Context: an optimization exercise on an open-source flow, tuned for small area, a short achievable clock period and few clock cycles per item. The choices shown serve that exercise and are no tape-out recipe.
Only simulation tests tie the RTL to the original design; equivalence was not proved.
Power is estimated from default activity; no workload was simulated.

## servo_recipe_sequencer_top
module servo_recipe_sequencer_top #(
  parameter int RECIPE_DEPTH = 128
) (
  input  logic                               clk,
  input  logic                               rst_n,
  input  logic                               in_tvalid,
  output logic                               in_tready,
  input  logic [srs_pkg::IN_TDATA_W-1:0]     in_tdata,
  input  logic [srs_pkg::MODE_W-1:0]         in_tuser,
  output logic                               out_tvalid,
  input  logic                               out_tready,
  output logic [srs_pkg::OUT_TDATA_W-1:0]    out_tdata,
  input  logic                               cfg_valid,
  output logic                               cfg_ready,
  input  logic [srs_pkg::CIDX_W-1:0]         cfg_index,
  input  logic [srs_pkg::PULSE_W-1:0]        cfg_data
);
clock: 6.0 ns
lec_check: 0
abc_area: 1
cap_margin: 20
core_margin: 2
core_utilization: 45
cts_cluster_diameter: 80
cts_cluster_size: 24
setup_slack_margin: 3.75
slew_margin: 20
tns_end_percent: 10
standard.sh (not shown) runs the stock make flow with config.mk's settings and CLKGATE_MAP_FILE= SYNTH_SCRIPT=/design/flow/synth_recipe.tcl, a recipe that flattens the netlist after the stock synthesis.
==> flow/flow/run.sh <==
#!/bin/bash
# Layout flow: the standard flow (standard.sh, unchanged synthesis and
# steps), with the port buffers made of plain sky130_fd_sc_hd__buf_2 cells
# instead of the delay cells buffer_ports picks by default. Every input and
# output port still gets its own buffer. The full output of the flow goes to
# flow.log here; each ORFS step also keeps its own log under orfs/logs.
set -euo pipefail
export BUFFER_PORTS_ARGS="-buffer_cell sky130_fd_sc_hd__buf_2"
bash standard.sh > flow.log 2>&1
Testbench counts at the start, summed over its fixed seeds: cycles 12,933, items 12,885.
Then changed:
- SETUP_SLACK_MARGIN: 3.75 -> 3.5
- TNS_END_PERCENT: 10 -> 25
Routed wire length is lower slightly; power stays flat; design area is lower slightly; sequential power stays flat; critical path depth is higher by 2; sequential share of layout area is higher by 0.52 points; setup slack loses 130 ps; clock-buffer cell count is lower by 1; first-iteration DRC count is lower by a few percent.

---

## the reference run
servo_recipe_sequencer_top, a different RTL version from the one above (not shown whole).
For scale: ~1,200 flip-flops, about 84 I/O pins, ~48,000 um2 of cells after synthesis.
Settings: LEC_CHECK=0, ABC_AREA=1, CAP_MARGIN=20, CORE_MARGIN=2, CORE_UTILIZATION=45, CTS_CLUSTER_DIAMETER=80, CTS_CLUSTER_SIZE=24, SETUP_SLACK_MARGIN=4.0, SLEW_MARGIN=20, TNS_END_PERCENT=10; clock period 6.0 ns.
run.sh (not shown) runs the stock make flow with config.mk's settings and CLKGATE_MAP_FILE= SYNTH_SCRIPT=/design/flow/synth_recipe.tcl, a recipe that flattens the netlist after the stock synthesis.
Stock flow here: none of the scripts above is used.
Testbench counts of the reference run, summed over its fixed seeds: cycles 12,933, items 12,885.
Input-level comparison between the trial run and the reference run:
- swapping 4.0 for 3.5 in SETUP_SLACK_MARGIN
### Flow results
In the reports for the trial run and the reference run, the smaller fraction of final layout cells with drive strength greater than 1 belongs to the trial run.
In the reports for the trial run and the reference run, the smaller routed wire length belongs to the trial run.
The trial run reports a higher part of the power in the clock network than the reference run does.
Going from the reference run to the trial run, final total power flat, share of the clock period used by the worst path saw an increase, clock skew went down, worst path required time was more or less identical.
Met3 capacity usage during global routing in the trial run vs the reference run: down 1.3 points
Taking the reference run as the reference, in the trial run post-route core utilization decreased 2.3 points, initial antenna violation count went up by 4.
Between the trial run and the reference run, switching power is lower for the trial run, the reference run comes in above that.

---

== run G ==
servo_recipe_sequencer_top, a different RTL version from the one above (not shown whole).
Size: about 1200 flip-flops, roughly 84 I/O pins, roughly 48000 µm² of cells after synthesis.
==> flow/config.mk <==
export PLATFORM = sky130hd
export DESIGN_NAME = servo_recipe_sequencer_top
export DESIGN_NICKNAME = servo_recipe_sequencer_top
export VERILOG_FILES = /design/flow/design.v
export SDC_FILE = /design/flow/constraint.sdc
export NUM_CORES = 4
export LEC_CHECK = 0
export ABC_AREA = 1
export CAP_MARGIN = 20
export CORE_MARGIN = 2
export CORE_UTILIZATION = 52
export CTS_CLUSTER_DIAMETER = 80
export CTS_CLUSTER_SIZE = 24
export SETUP_SLACK_MARGIN = 3.5
export SLEW_MARGIN = 20
export TNS_END_PERCENT = 10
==> flow/constraint.sdc <==
create_clock -name core_clock -period 6.0 [get_ports {clk}]
set_input_delay 1.2000 -clock core_clock [delete_from_list [all_inputs] [get_ports {clk}]]
set_output_delay 1.2000 -clock core_clock [all_outputs]
set_load 0.01 [all_outputs]
Testbench counts of run G, summed over its fixed seeds: cycles 12,933, items 12,885.
Modified inputs, run A compared to run G
- CORE_UTILIZATION now 45, was 52
==> comparison <==
Compared with run G, run A degrades clock power. Run A ends up with lower global routing usage on met2 than run G does. For horizontal die dimension, dividing the value from run G by the value from run A gives 0.931. Iteration-0 DRC count of the detailed router, run A vs run G: down by a few percent. In terms of cell internal power dissipation, run G and run A differ only marginally. Run G has lower total power than run A. Run A vs run G on highest net fanout along the worst path: run A is the lower one.

## what the ideal ports hide
How much do the figures lean on ideal ports? The routed layouts below were timed once more, with nothing changed but the port constraints.
Step 1, drivers: a clkbuf_16 drives clk and a buf_2 each remaining input, both assumed.
Step 2 times the ports against the registers' clock, not the clock port: input delays grow and output delays shrink by t, the midpoint of the rising clock arrivals with the driver on.
a / b / c = ideal / step 1 / step 2; a / b = the first two.
run | t (ns) | setup slack, ns | clock arrival spread, ns | slew at the worst register clock pin (ns) | worst slew at a driven data input, ns
the first run of note 1 | 0.754 | 3.353 / 3.285 / 3.405 | 0.055 / 0.055 | 0.11 / 0.11 | 0.08
the second run of note 1 | 0.780 | 3.223 / 3.223 / 3.115 | 0.072 / 0.071 | 0.11 / 0.11 | 0.09
the reference run | 0.774 | 3.404 / 3.370 / 2.987 | 0.063 / 0.063 | 0.11 / 0.11 | 0.17
the trial run | 0.774 | 3.299 / 3.299 / 3.008 | 0.051 / 0.051 | 0.10 / 0.10 | 0.12
run G | 0.740 | 3.197 / 3.197 / 3.001 | 0.050 / 0.049 | 0.10 / 0.10 | 0.06
run A | 0.792 | 3.250 / 3.171 / 2.893 | 0.055 / 0.056 | 0.10 / 0.10 | 0.21
After both steps setup and hold are still met in every run listed. For the reference run, which loses most, drivers alone change the setup slack by -0.034 ns; drivers and shift together by -0.417 ns.
